Background: an optimization exercise with open tools, aiming at small area, a short achievable clock period and few clock cycles per item. Do not read the settings as production practice. Where RTL was checked, it was by simulation tests only, not by an equivalence proof against the original.

==> inputs of v2 <==
Design gemv_stream_engine, start of the top module:
module gemv_stream_engine
#(
  parameter int unsigned SZ     = gemv_pkg::SZ_DEF,
  parameter int unsigned DW     = gemv_pkg::DW_DEF,
  parameter int unsigned N_ROWS = gemv_pkg::N_ROWS_DEF,
  parameter int unsigned AW     = gemv_pkg::gemv_aw(SZ, DW),
  localparam int unsigned IW    = (N_ROWS > 1) ? $clog2(N_ROWS) : 1
) (
  input  logic             clk,
  input  logic             rst_n,
  input  logic             start_i,
  input  logic             accum_i,
  input  logic [SZ*DW-1:0] w_i,
  input  logic             a_valid_i,
  output logic             a_ready_o,
  input  logic [SZ*DW-1:0] a_row_i,
  output logic             o_valid_o,
  input  logic             o_ready_i,
  output logic [DW-1:0]    o_data_o,
  output logic [IW-1:0]    o_idx_o,
  output logic             busy_o,
  output logic             done_o,
  output logic             ovf_o
);
clock: 9.0 ns
lec_check: 0
abc_area: 1
cap_margin: 20
core_margin: 2
core_utilization: 40
cts_cluster_diameter: 120
cts_cluster_size: 16
setup_slack_margin: 3.5
slew_margin: 20
standard.sh (not shown) runs the stock make flow with config.mk's settings and CLKGATE_MAP_FILE= SYNTH_SCRIPT=/design/flow/synth_recipe.tcl, a recipe that flattens the netlist after the stock synthesis.
==> flow/flow/run.sh <==
#!/bin/bash
# The standard layout with two changes:
#  - the port buffers are buf_4 cells instead of the buffer_ports default (a
#    slow delay cell that the resizer cannot swap out);
#  - after the standard synthesis, inverters around full and half adders are
#    removed by flipping full adders' polarity and rebuilding half adders that
#    take inverted inputs (flow/invpush2.py); registers and all other cells are
#    left as the standard synthesis made them.
set -euo pipefail
export BUFFER_PORTS_ARGS="-buffer_cell sky130_fd_sc_hd__buf_4"
bash standard.sh synth > standard_synth.log 2>&1
NET=orfs/results/sky130hd/gemv_stream_engine/base/1_2_yosys.v
cp $NET yosys_netlist_orig.v
python3 flow/invpush2.py yosys_netlist_orig.v $NET > invpush.log 2>&1
bash standard.sh finish > standard_finish.log 2>&1
Other scripts of this flow, unchanged in this note and not shown: flow/flow/invpush2.py
==> v27: changes against v2 <==
- CTS_CLUSTER_DIAMETER: 120 -> 90
- CTS_CLUSTER_SIZE: 16 -> 20
==> v14: changes against v2 <==
==> flow/flow/run.sh (replaced) <==
#!/bin/bash
# The standard layout with two changes:
#  - the port buffers are buf_1 cells on the inputs and buf_4 cells on the
#    outputs (flow/outbuf.tcl), instead of the buffer_ports default (a slow
#    delay cell that the resizer cannot swap out);
#  - after the standard synthesis, inverters around full and half adders are
#    removed by flipping full adders' polarity and rebuilding half adders that
#    take inverted inputs (flow/invpush2.py); registers and all other cells are
#    left as the standard synthesis made them.
set -euo pipefail
export BUFFER_PORTS_ARGS="-buffer_cell sky130_fd_sc_hd__buf_1"
export POST_GLOBAL_PLACE_TCL="$PWD/flow/outbuf.tcl"
bash standard.sh synth > standard_synth.log 2>&1
NET=orfs/results/sky130hd/gemv_stream_engine/base/1_2_yosys.v
cp $NET yosys_netlist_orig.v
python3 flow/invpush2.py yosys_netlist_orig.v $NET > invpush.log 2>&1
bash standard.sh finish > standard_finish.log 2>&1
==> flow/flow/outbuf.tcl (new file) <==
# After global placement: the port buffers were all made as buf_1; make the
# ones that drive output ports buf_4 (they drive the output load).
set n 0
foreach port [get_ports -filter "direction == output"] {
  set net [get_nets -of_objects $port]
  foreach pin [get_pins -of_objects $net -filter "direction == output"] {
    set inst [get_cells -of_objects $pin]
    if { [get_property [get_lib_cells -of_objects $inst] name] == "sky130_fd_sc_hd__buf_1" } {
      replace_cell $inst sky130_fd_sc_hd__buf_4
      incr n
    }
  }
}
puts "outbuf: $n output port buffers made buf_4"
==> v33: changes against v2 <==
==> flow/flow/run.sh (replaced) <==
#!/bin/bash
# The standard layout with two changes:
#  - the port buffers are buf_1 cells on the inputs and buf_4 cells on the
#    outputs (flow/outbuf.tcl), instead of the buffer_ports default (a slow
#    delay cell that the resizer cannot swap out);
#  - after the standard synthesis, inverters around full and half adders are
#    removed by flipping full adders' polarity and rebuilding half adders that
#    take inverted inputs (flow/invpush2.py); registers and all other cells are
#    left as the standard synthesis made them.
set -euo pipefail
export BUFFER_PORTS_ARGS="-buffer_cell sky130_fd_sc_hd__buf_1"
export POST_GLOBAL_PLACE_TCL="$PWD/flow/outbuf.tcl"
bash standard.sh synth > standard_synth.log 2>&1
NET=orfs/results/sky130hd/gemv_stream_engine/base/1_2_yosys.v
cp $NET yosys_netlist_orig.v
python3 flow/invpush2.py yosys_netlist_orig.v $NET > invpush.log 2>&1
bash standard.sh finish > standard_finish.log 2>&1
==> flow/flow/outbuf.tcl (new file) <==
# After global placement: the port buffers were all made as buf_1; make the
# ones that drive output ports buf_4 (they drive the output load).
set from_cell [expr {[info exists ::env(OUTBUF_FROM)] ? $::env(OUTBUF_FROM) : "sky130_fd_sc_hd__buf_1"}]
set n 0
foreach bterm [[ord::get_db_block] getBTerms] {
  if { [$bterm getIoType] != "OUTPUT" } { continue }
  set net [$bterm getNet]
  if { $net == "NULL" } { continue }
  foreach iterm [$net getITerms] {
    if { ![$iterm isOutputSignal] } { continue }
    set inst [$iterm getInst]
    if { [[$inst getMaster] getName] == $from_cell } {
      replace_cell [get_cells [$inst getName]] sky130_fd_sc_hd__buf_4
      incr n
    }
  }
}
puts "outbuf: $n output port buffers made buf_4"
- CAP_MARGIN: 20 -> 10
- SLEW_MARGIN: 20 -> 10
==> impl_metrics.py <==
metrics = {
    "outcome": {
        "status": "did not finish",
        "stop_stage": "global placement (3_3_place_gp)",
        "firstError": "[ERROR STA-0100] unsupported object type Port.",
    },
    "synth": {
        "syn_nets": 2963,
    },
    "floorplanning": {
        "rows": 91,
        "initial_utilization_pct": 40.5,
        "die_h_um": 255,
    },
}
The numbers above come from v14.

==> impl_metrics.py <==
metrics = {
    "outcome": {
        "status": "complete, no violations",
    },
    "synth": {
        "syn_nets": 2963,
    },
    "floorplanning": {
        "rows": 91,
        "initial_utilization_pct": 40.5,
    },
}
The numbers above come from v2.

==> impl_metrics.py <==
metrics = {
    "outcome": {
        "status": "complete, no violations",
    },
    "floorplanning": {
        "rows": 91,
        "initial_utilization_pct": 40.5,
    },
    "setup_path": {
        "crit_top_cell": "fa_1",
    },
    "global_routing": {
        "grt_pass1_vias": 18759,
    },
    "synth": {
        "syn_nets": 2963,
        "ys_warn_count": 1,
    },
}
The numbers above come from v33.

==> impl_metrics.py <==
metrics = {
    "floorplanning": {
        "die_h_um": 255,
        "initial_utilization_pct": 40.5,
        "rows": 91,
    },
    "setup_path": {
        "max_stage_delay_ns": 0.61,
    },
    "cells_and_area": {
        "fin_util_pct": 44.7,
    },
    "outcome": {
        "status": "complete, no violations",
    },
    "synth": {
        "syn_nets": 2963,
    },
}
The numbers above come from v27.

Testbench counts of v2, summed over its fixed seeds: cycles 16,000, items 9,600.
Testbench counts of v27, summed over its fixed seeds: cycles 16,000, items 9,600.
Testbench counts of v14, summed over its fixed seeds: cycles 16,000, items 9,600.
Testbench counts of v33, summed over its fixed seeds: cycles 16,000, items 9,600.

==> trial 17 <==
Another version of the RTL of gemv_stream_engine (not shown whole).
## gemv_stream_engine
module gemv_stream_engine
#(
  parameter int unsigned SZ     = gemv_pkg::SZ_DEF,
  parameter int unsigned DW     = gemv_pkg::DW_DEF,
  parameter int unsigned N_ROWS = gemv_pkg::N_ROWS_DEF,
  parameter int unsigned AW     = gemv_pkg::gemv_aw(SZ, DW),
  localparam int unsigned IW    = (N_ROWS > 1) ? $clog2(N_ROWS) : 1
) (
  input  logic             clk,
  input  logic             rst_n,
  input  logic             start_i,
  input  logic             accum_i,
  input  logic [SZ*DW-1:0] w_i,
  input  logic             a_valid_i,
  output logic             a_ready_o,
  input  logic [SZ*DW-1:0] a_row_i,
  output logic             o_valid_o,
  input  logic             o_ready_i,
  output logic [DW-1:0]    o_data_o,
  output logic [IW-1:0]    o_idx_o,
  output logic             busy_o,
  output logic             done_o,
  output logic             ovf_o
);
Settings: LEC_CHECK=0, ABC_AREA=1, CAP_MARGIN=20, CORE_MARGIN=2, CORE_UTILIZATION=40, SETUP_SLACK_MARGIN=2.5, SLEW_MARGIN=20; clock period 9.0 ns.
run.sh (not shown) runs the stock make flow with config.mk's settings and CLKGATE_MAP_FILE= SYNTH_SCRIPT=/design/flow/synth_recipe.tcl, a recipe that flattens the netlist after the stock synthesis.
Stock flow here: none of the scripts above is used.
==> trial 77: changes against trial 17 <==
Settings changed: SETUP_SLACK_MARGIN 2.5 to 3.5.
==> trial 29: changes against trial 17 <==
==> flow/flow/run.sh (new file) <==
#!/bin/bash
# The standard layout, with the port buffers made from buf_4 cells instead of
# the buffer_ports default (a slow delay cell the resizer cannot swap out).
set -euo pipefail
export BUFFER_PORTS_ARGS="-buffer_cell sky130_fd_sc_hd__buf_4"
bash standard.sh finish > standard.log 2>&1
==> flow/standard.sh (new file) <==
#!/bin/bash
# synth_recipe.tcl (not shown) runs the flow's synth.tcl, then flattens the netlist and writes it again
# the make line also repeats each setting of config.mk as NAME=value (left out here)
make -C /OpenROAD-flow-scripts/flow DESIGN_CONFIG=/design/flow/config.mk WORK_HOME=/design/flow/orfs CLKGATE_MAP_FILE= SYNTH_SCRIPT=/design/flow/synth_recipe.tcl "${@:-finish}"
removed: flow/run.sh
==> qor summary <==
Result of the run: trial 17 complete, no violations; trial 29 complete, no violations; trial 77 complete, no violations
Detail Placement HPWL: trial 17 79,800 um; trial 29 81,200 um; trial 77 80,900 um
Total wirelength of the detailed-routed design: trial 17 99,200 um; trial 29 99,400 um; trial 77 104,000 um
Initial antenna violation count: trial 17 0; trial 29 1; trial 77 0
Placed cell areas: trial 17 28,100 um2; trial 29 27,700 um2; trial 77 28,300 um2
Cell area after layout: trial 17 29,100 um2; trial 29 28,400 um2; trial 77 32,500 um2
Fillers: trial 17 6,192; trial 29 6,381; trial 77 5,924
Number of non-clock buffers in the layout: trial 17 186; trial 29 151; trial 77 345
Most frequent CP cell: trial 17 sky130_fd_sc_hd__fa_1; trial 29 sky130_fd_sc_hd__fa_1; trial 77 sky130_fd_sc_hd__fa_2
Largest net degree at the start of global routing: trial 17 76; trial 29 75; trial 77 70
Endpoint of the most critical setup path: trial 17 mid_q[33]; trial 29 mid_q[31]; trial 77 mid_q[35]
Testbench counts of trial 17, summed over its fixed seeds: cycles 16,000, items 9,600.
Testbench counts of trial 77, summed over its fixed seeds: cycles 16,000, items 9,600.
Testbench counts of trial 29, summed over its fixed seeds: cycles 16,000, items 9,600.

==> inputs of v23 <==
Another version of the RTL of gemv_stream_engine (not shown whole).
clock: 9.0 ns
lec_check: 0
abc_area: 1
cap_margin: 20
core_margin: 2
core_utilization: 40
setup_slack_margin: 3.0
slew_margin: 20
standard.sh (not shown) runs the stock make flow with config.mk's settings and CLKGATE_MAP_FILE= SYNTH_SCRIPT=/design/flow/synth_recipe.tcl, a recipe that flattens the netlist after the stock synthesis.
==> flow/flow/run.sh <==
#!/bin/bash
# The standard layout with two changes:
#  - the port buffers are buf_4 cells instead of the buffer_ports default (a
#    slow delay cell that the resizer cannot swap out);
#  - after the standard synthesis, inverter pairs around full adders are
#    removed by flipping the adders' polarity (flow/invpush.py); registers
#    and everything else are left as the standard synthesis made them.
set -euo pipefail
export BUFFER_PORTS_ARGS="-buffer_cell sky130_fd_sc_hd__buf_4"
bash standard.sh synth > standard_synth.log 2>&1
NET=orfs/results/sky130hd/gemv_stream_engine/base/1_2_yosys.v
cp $NET yosys_netlist_orig.v
python3 flow/invpush.py yosys_netlist_orig.v $NET > invpush.log 2>&1
bash standard.sh finish > standard_finish.log 2>&1
Other scripts of this flow, unchanged in this note and not shown: flow/flow/invpush.py
==> inputs of v36, as changes to v23 <==
--- a/flow/config.mk
+++ b/flow/config.mk
@@ -9,5 +9,5 @@
 export CAP_MARGIN = 20
 export CORE_MARGIN = 2
-export CORE_UTILIZATION = 40
-export SETUP_SLACK_MARGIN = 3.0
+export CORE_UTILIZATION = 60
+export SETUP_SLACK_MARGIN = 3.5
 export SLEW_MARGIN = 20
==> inputs of v29, as changes to v23 <==
--- a/flow/config.mk
+++ b/flow/config.mk
@@ -10,4 +10,4 @@
 export CORE_MARGIN = 2
 export CORE_UTILIZATION = 40
-export SETUP_SLACK_MARGIN = 3.0
+export SETUP_SLACK_MARGIN = 4.0
 export SLEW_MARGIN = 20
==> qor summary <==
Fraction of layout cells with a size suffix above 1: v23 0.105; v29 0.275; v36 0.129
Aggregate routed wire length: v23 94000 um; v29 97100 um; v36 90800 um
Final hold slack: v23 0.419 ns; v29 0.418 ns; v36 0.418 ns
# Taps: v23 864; v29 864; v36 585
Multi-input gate area in the final layout: v23 0.0176 sq mm; v29 0.0187 sq mm; v36 0.0177 sq mm
Worst setup slack before clock tree synthesis: v23 2.86 ns; v29 3.02 ns; v36 2.90 ns
Register share of the cell area: v23 0.233; v29 0.211; v36 0.233
Post_cts resized: v23 3; v29 147; v36 20
Die outline area: v23 0.0680 sq mm; v29 0.0680 sq mm; v36 0.0456 sq mm
Status: v23 timing/DRC/antenna clean; v29 timing/DRC/antenna clean; v36 timing/DRC/antenna clean
CP max-delay cell: v23 fa_1; v29 fa_1; v36 fa_2
Post-route cell area: v23 0.0290 sq mm; v29 0.0321 sq mm; v36 0.0290 sq mm
Clock buffer count from CTS: v23 28; v29 29; v36 28
Core ar.: v23 0.0655 sq mm; v29 0.0655 sq mm; v36 0.0432 sq mm
Endpoint, Worst Hold: v23 acc_b_q[21]$_DFFE_PP_; v29 acc_b_q[29]$_DFFE_PP_; v36 acc_b_q[26]$_DFFE_PP_
Testbench counts of v23, summed over its fixed seeds: cycles 16,000, items 9,600.
Testbench counts of v36, summed over its fixed seeds: cycles 16,000, items 9,600.
Testbench counts of v29, summed over its fixed seeds: cycles 16,000, items 9,600.

==> run a <==
gemv_stream_engine, a different RTL version from the one above (not shown whole).
==> flow/config.mk <==
export PLATFORM = sky130hd
export DESIGN_NAME = gemv_stream_engine
export DESIGN_NICKNAME = gemv_stream_engine
export VERILOG_FILES = /design/flow/design.v
export SDC_FILE = /design/flow/constraint.sdc
export NUM_CORES = 4
export LEC_CHECK = 0
export ABC_AREA = 1
export CAP_MARGIN = 20
export CORE_MARGIN = 2
export CORE_UTILIZATION = 40
export SETUP_SLACK_MARGIN = 3.5
export SLEW_MARGIN = 20
==> flow/constraint.sdc <==
create_clock -name core_clock -period 9.0 [get_ports {clk}]
set_input_delay 1.8000 -clock core_clock [delete_from_list [all_inputs] [get_ports {clk}]]
set_output_delay 1.8000 -clock core_clock [all_outputs]
set_load 0.01 [all_outputs]
==> flow/flow/run.sh <==
#!/bin/bash
# The standard layout with these changes:
#  - the port buffers start as buf_1 cells instead of the buffer_ports default
#    (a slow delay cell that the resizer cannot swap out), and the resizer may
#    swap any cell for one of another footprint, so it can upsize the port
#    buffers (and other cells) where timing needs it;
#  - after the standard synthesis, inverters around full and half adders are
#    removed by flipping full adders' polarity and rebuilding half adders that
#    take inverted inputs (flow/invpush2.py); registers and all other cells are
#    left as the standard synthesis made them.
set -euo pipefail
export BUFFER_PORTS_ARGS="-buffer_cell sky130_fd_sc_hd__buf_1"
bash standard.sh synth > standard_synth.log 2>&1
NET=orfs/results/sky130hd/gemv_stream_engine/base/1_2_yosys.v
cp $NET yosys_netlist_orig.v
python3 flow/invpush2.py yosys_netlist_orig.v $NET > invpush.log 2>&1
bash standard.sh MATCH_CELL_FOOTPRINT=0 finish > standard_finish.log 2>&1
Other scripts of this flow, unchanged in this note and not shown: flow/flow/invpush2.py
==> inputs of run b, as changes to run a <==
--- a/flow/design.v
+++ b/flow/design.v
@@ -20,17 +20,16 @@
       sat_to_dw = v;
     end
   endfunction
 endpackage
 module gemv_dot_pipe (
   input  logic [47:0] w_i,
   input  logic [47:0] row_i,
   input  logic [34:0] acc_add_i,
-  input  logic acc_off_i,
   output logic [93:0] cs_o
 );
   logic one_0_0;
   logic two_0_0;
   logic neg_0_0;
   logic pp_0_0_0;
   logic pp_0_0_1;
   logic pp_0_0_2;
@@ -1812,18 +1811,18 @@
   assign s29 = pp_0_5_4 ^ pp_0_6_2 ^ pp_0_7_0;
   assign c30 = (pp_0_5_4 & pp_0_6_2) | (pp_0_7_0 & (pp_0_5_4 ^ pp_0_6_2));
   assign s31 = pp_1_0_14 ^ pp_1_1_12 ^ pp_1_2_10;
   assign c32 = (pp_1_0_14 & pp_1_1_12) | (pp_1_2_10 & (pp_1_0_14 ^ pp_1_1_12));
   assign s33 = pp_1_3_8 ^ pp_1_4_6 ^ pp_1_5_4;
   assign c34 = (pp_1_3_8 & pp_1_4_6) | (pp_1_5_4 & (pp_1_3_8 ^ pp_1_4_6));
   assign s35 = pp_1_6_2 ^ pp_1_7_0;
   assign c36 = pp_1_6_2 & pp_1_7_0;
-  assign s37 = acc_add_i[15] ^ acc_off_i ^ pp_0_0_15;
-  assign c38 = (acc_add_i[15] & acc_off_i) | (pp_0_0_15 & (acc_add_i[15] ^ acc_off_i));
+  assign s37 = 1'b1 ^ acc_add_i[15] ^ pp_0_0_15;
+  assign c38 = (1'b1 & acc_add_i[15]) | (pp_0_0_15 & (1'b1 ^ acc_add_i[15]));
   assign s39 = pp_0_1_13 ^ pp_0_2_11 ^ pp_0_3_9;
   assign c40 = (pp_0_1_13 & pp_0_2_11) | (pp_0_3_9 & (pp_0_1_13 ^ pp_0_2_11));
   assign s41 = pp_0_4_7 ^ pp_0_5_5 ^ pp_0_6_3;
   assign c42 = (pp_0_4_7 & pp_0_5_5) | (pp_0_6_3 & (pp_0_4_7 ^ pp_0_5_5));
   assign s43 = pp_0_7_1 ^ pp_1_0_15 ^ pp_1_1_13;
   assign c44 = (pp_0_7_1 & pp_1_0_15) | (pp_1_1_13 & (pp_0_7_1 ^ pp_1_0_15));
   assign s45 = pp_1_2_11 ^ pp_1_3_9 ^ pp_1_4_7;
   assign c46 = (pp_1_2_11 & pp_1_3_9) | (pp_1_4_7 & (pp_1_2_11 ^ pp_1_3_9));
@@ -3513,17 +3512,17 @@
   assign u_full[27] = h27 ^ bg26_12;
   assign u_full[28] = h28 ^ bg27_10;
   assign u_full[29] = h29 ^ bg28_12;
   assign u_full[30] = h30 ^ bg29_11;
   assign u_full[31] = h31 ^ bg30_12;
   assign u_full[32] = h32 ^ bg31_5;
   assign u_full[33] = h33 ^ bg32_12;
   assign u_full[34] = h34 ^ bg33_11;
-  assign v_o = u_full;
+  assign v_o = u_full - 35'd32768;
 endmodule
 module gemv_stream_engine
 #(
   parameter int unsigned SZ     = gemv_pkg::SZ_DEF,
   parameter int unsigned DW     = gemv_pkg::DW_DEF,
   parameter int unsigned N_ROWS = gemv_pkg::N_ROWS_DEF,
   parameter int unsigned AW     = gemv_pkg::gemv_aw(SZ, DW),
   localparam int unsigned IW    = (N_ROWS > 1) ? $clog2(N_ROWS) : 1
@@ -3556,34 +3555,31 @@
   logic [SZ*DW-1:0] w_q;
   logic [gemv_pkg::MID_W-1:0] mid_q;
   logic [AW-1:0]    acc_a_q;
   logic [AW-1:0]    acc_b_q;
   logic             start_c;
   logic             accept_c;
   logic             out_hs_c;
   logic             last_c;
-  logic             acc_on_c;
   logic [AW-1:0]    acc_add_c;
   logic [gemv_pkg::MID_W-1:0] cs_c;
   logic [AW-1:0]    v_c;
   logic [DW-1:0]    sat_c;
   logic             clamp_c;
   assign start_c   = start_i && !busy_q;
   assign out_hs_c  = pend_q && o_ready_i;
   assign a_ready_o = busy_q && (in_cnt_q != CW'(N_ROWS)) && (!pend_q || o_ready_i);
   assign accept_c  = a_valid_i && a_ready_o;
   assign last_c    = out_hs_c && (in_cnt_q == CW'(N_ROWS));
-  assign acc_on_c  = accum_q && vld_b_q;
-  assign acc_add_c = acc_on_c ? acc_b_q : '0;
+  assign acc_add_c = (accum_q && vld_b_q) ? acc_b_q : '0;
   gemv_dot_pipe u_dot (
     .w_i       (w_q),
     .row_i     (a_row_i),
     .acc_add_i (acc_add_c),
-    .acc_off_i (!acc_on_c),
     .cs_o      (cs_c)
   );
   gemv_dot_fin u_fin (
     .cs_i    (mid_q),
     .v_o     (v_c),
     .sat_o   (sat_c),
     .clamp_o (clamp_c)
   );
==> flow/flow/run.sh (replaced) <==
#!/bin/bash
# The standard layout with two changes:
#  - the port buffers are buf_4 cells instead of the buffer_ports default (a
#    slow delay cell that the resizer cannot swap out);
#  - after the standard synthesis, inverters around full and half adders are
#    removed by flipping full adders' polarity and rebuilding half adders that
#    take inverted inputs (flow/invpush2.py); registers and all other cells are
#    left as the standard synthesis made them.
set -euo pipefail
export BUFFER_PORTS_ARGS="-buffer_cell sky130_fd_sc_hd__buf_4"
bash standard.sh synth > standard_synth.log 2>&1
NET=orfs/results/sky130hd/gemv_stream_engine/base/1_2_yosys.v
cp $NET yosys_netlist_orig.v
python3 flow/invpush2.py yosys_netlist_orig.v $NET > invpush.log 2>&1
bash standard.sh finish > standard_finish.log 2>&1
==> inputs of run c, as changes to run a <==
==> flow/flow/run.sh (replaced) <==
#!/bin/bash
# The standard layout with two changes:
#  - the port buffers are buf_4 cells instead of the buffer_ports default (a
#    slow delay cell that the resizer cannot swap out);
#  - after the standard synthesis, inverters around full and half adders are
#    removed by flipping full adders' polarity and rebuilding half adders that
#    take inverted inputs (flow/invpush2.py); registers and all other cells are
#    left as the standard synthesis made them.
set -euo pipefail
export BUFFER_PORTS_ARGS="-buffer_cell sky130_fd_sc_hd__buf_4"
bash standard.sh synth > standard_synth.log 2>&1
NET=orfs/results/sky130hd/gemv_stream_engine/base/1_2_yosys.v
cp $NET yosys_netlist_orig.v
python3 flow/invpush2.py yosys_netlist_orig.v $NET > invpush.log 2>&1
bash standard.sh finish > standard_finish.log 2>&1
==> results.txt <==
Run a ran to the end with no violations. Run c finished clean. Run b ran to the end with no violations. Sequential share of layout area: run a > run c > run b. The lowest via count belongs to run c, the highest to run b. Non-clock buffer count, lowest first: run a, run c, run b. Wire length: run b is larger than run c (about 5%). Clock skew: run c > run b > run a. In critical path depth, run b and run a do not differ. Of run c and run b, run b has the higher die area (gap about 2%, measured against run b). The highest register-to-register slack belongs to run c, the lowest to run b.
Testbench counts of run a, summed over its fixed seeds: cycles 16,000, items 9,600.
Testbench counts of run c, summed over its fixed seeds: cycles 16,000, items 9,600.
No functional check of the RTL was part of run b.

[static timing again, ports no longer ideal]
The flow's constraints put no driver on any port. The routed layouts listed below were extracted and timed again, unchanged, in two steps.
Step 1 assumes that a clkbuf_16 drives the clock port and a buf_2 every other input.
Step 2 also shifts input and output timing later by t, the mid clock arrival at the registers, as if the neighbouring blocks saw the same clock.
a / b / c = ideal / step 1 / step 2; a / b = the first two.
run | t, ns | slack for setup (ns) | hold WS [ns] | latest minus earliest clock arrival (ns)
v2 | 0.609 | 3.591 / 3.565 / 3.010 | 0.399 / 0.399 / 0.399 | 0.030 / 0.030
v27 | 0.625 | 3.580 / 3.580 / 3.035 | 0.415 / 0.415 / 0.415 | 0.020 / 0.020
v33 | 0.582 | 3.609 / 3.583 / 3.072 | 0.417 / 0.417 / 0.417 | 0.019 / 0.020
trial 17 | 0.560 | 2.566 / 2.588 / 2.028 | 0.422 / 0.422 / 0.422 | 0.031 / 0.031
trial 77 | 0.576 | 3.237 / 3.248 / 2.672 | 0.409 / 0.409 / 0.409 | 0.026 / 0.026
trial 29 | 0.579 | 2.789 / 2.789 / 2.376 | 0.417 / 0.417 / 0.417 | 0.031 / 0.031
v23 | 0.659 | 3.224 / 3.162 / 2.810 | 0.419 / 0.419 / 0.419 | 0.026 / 0.026
v36 | 0.652 | 3.411 / 3.351 / 2.898 | 0.418 / 0.418 / 0.418 | 0.042 / 0.042
v29 | 0.661 | 3.505 / 3.443 / 3.202 | 0.418 / 0.418 / 0.418 | 0.023 / 0.023
run a | 0.656 | 3.537 / 3.477 / 3.039 | 0.409 / 0.409 / 0.409 | 0.022 / 0.022
run b | 0.647 | 3.525 / 3.466 / 3.024 | 0.418 / 0.418 / 0.418 | 0.024 / 0.024
run c | 0.635 | 3.619 / 3.562 / 3.025 | 0.418 / 0.418 / 0.418 | 0.025 / 0.025
After both steps every run listed still meets setup and hold. For run c, which loses most, drivers alone change the setup slack by -0.057 ns; drivers and shift together by -0.594 ns.
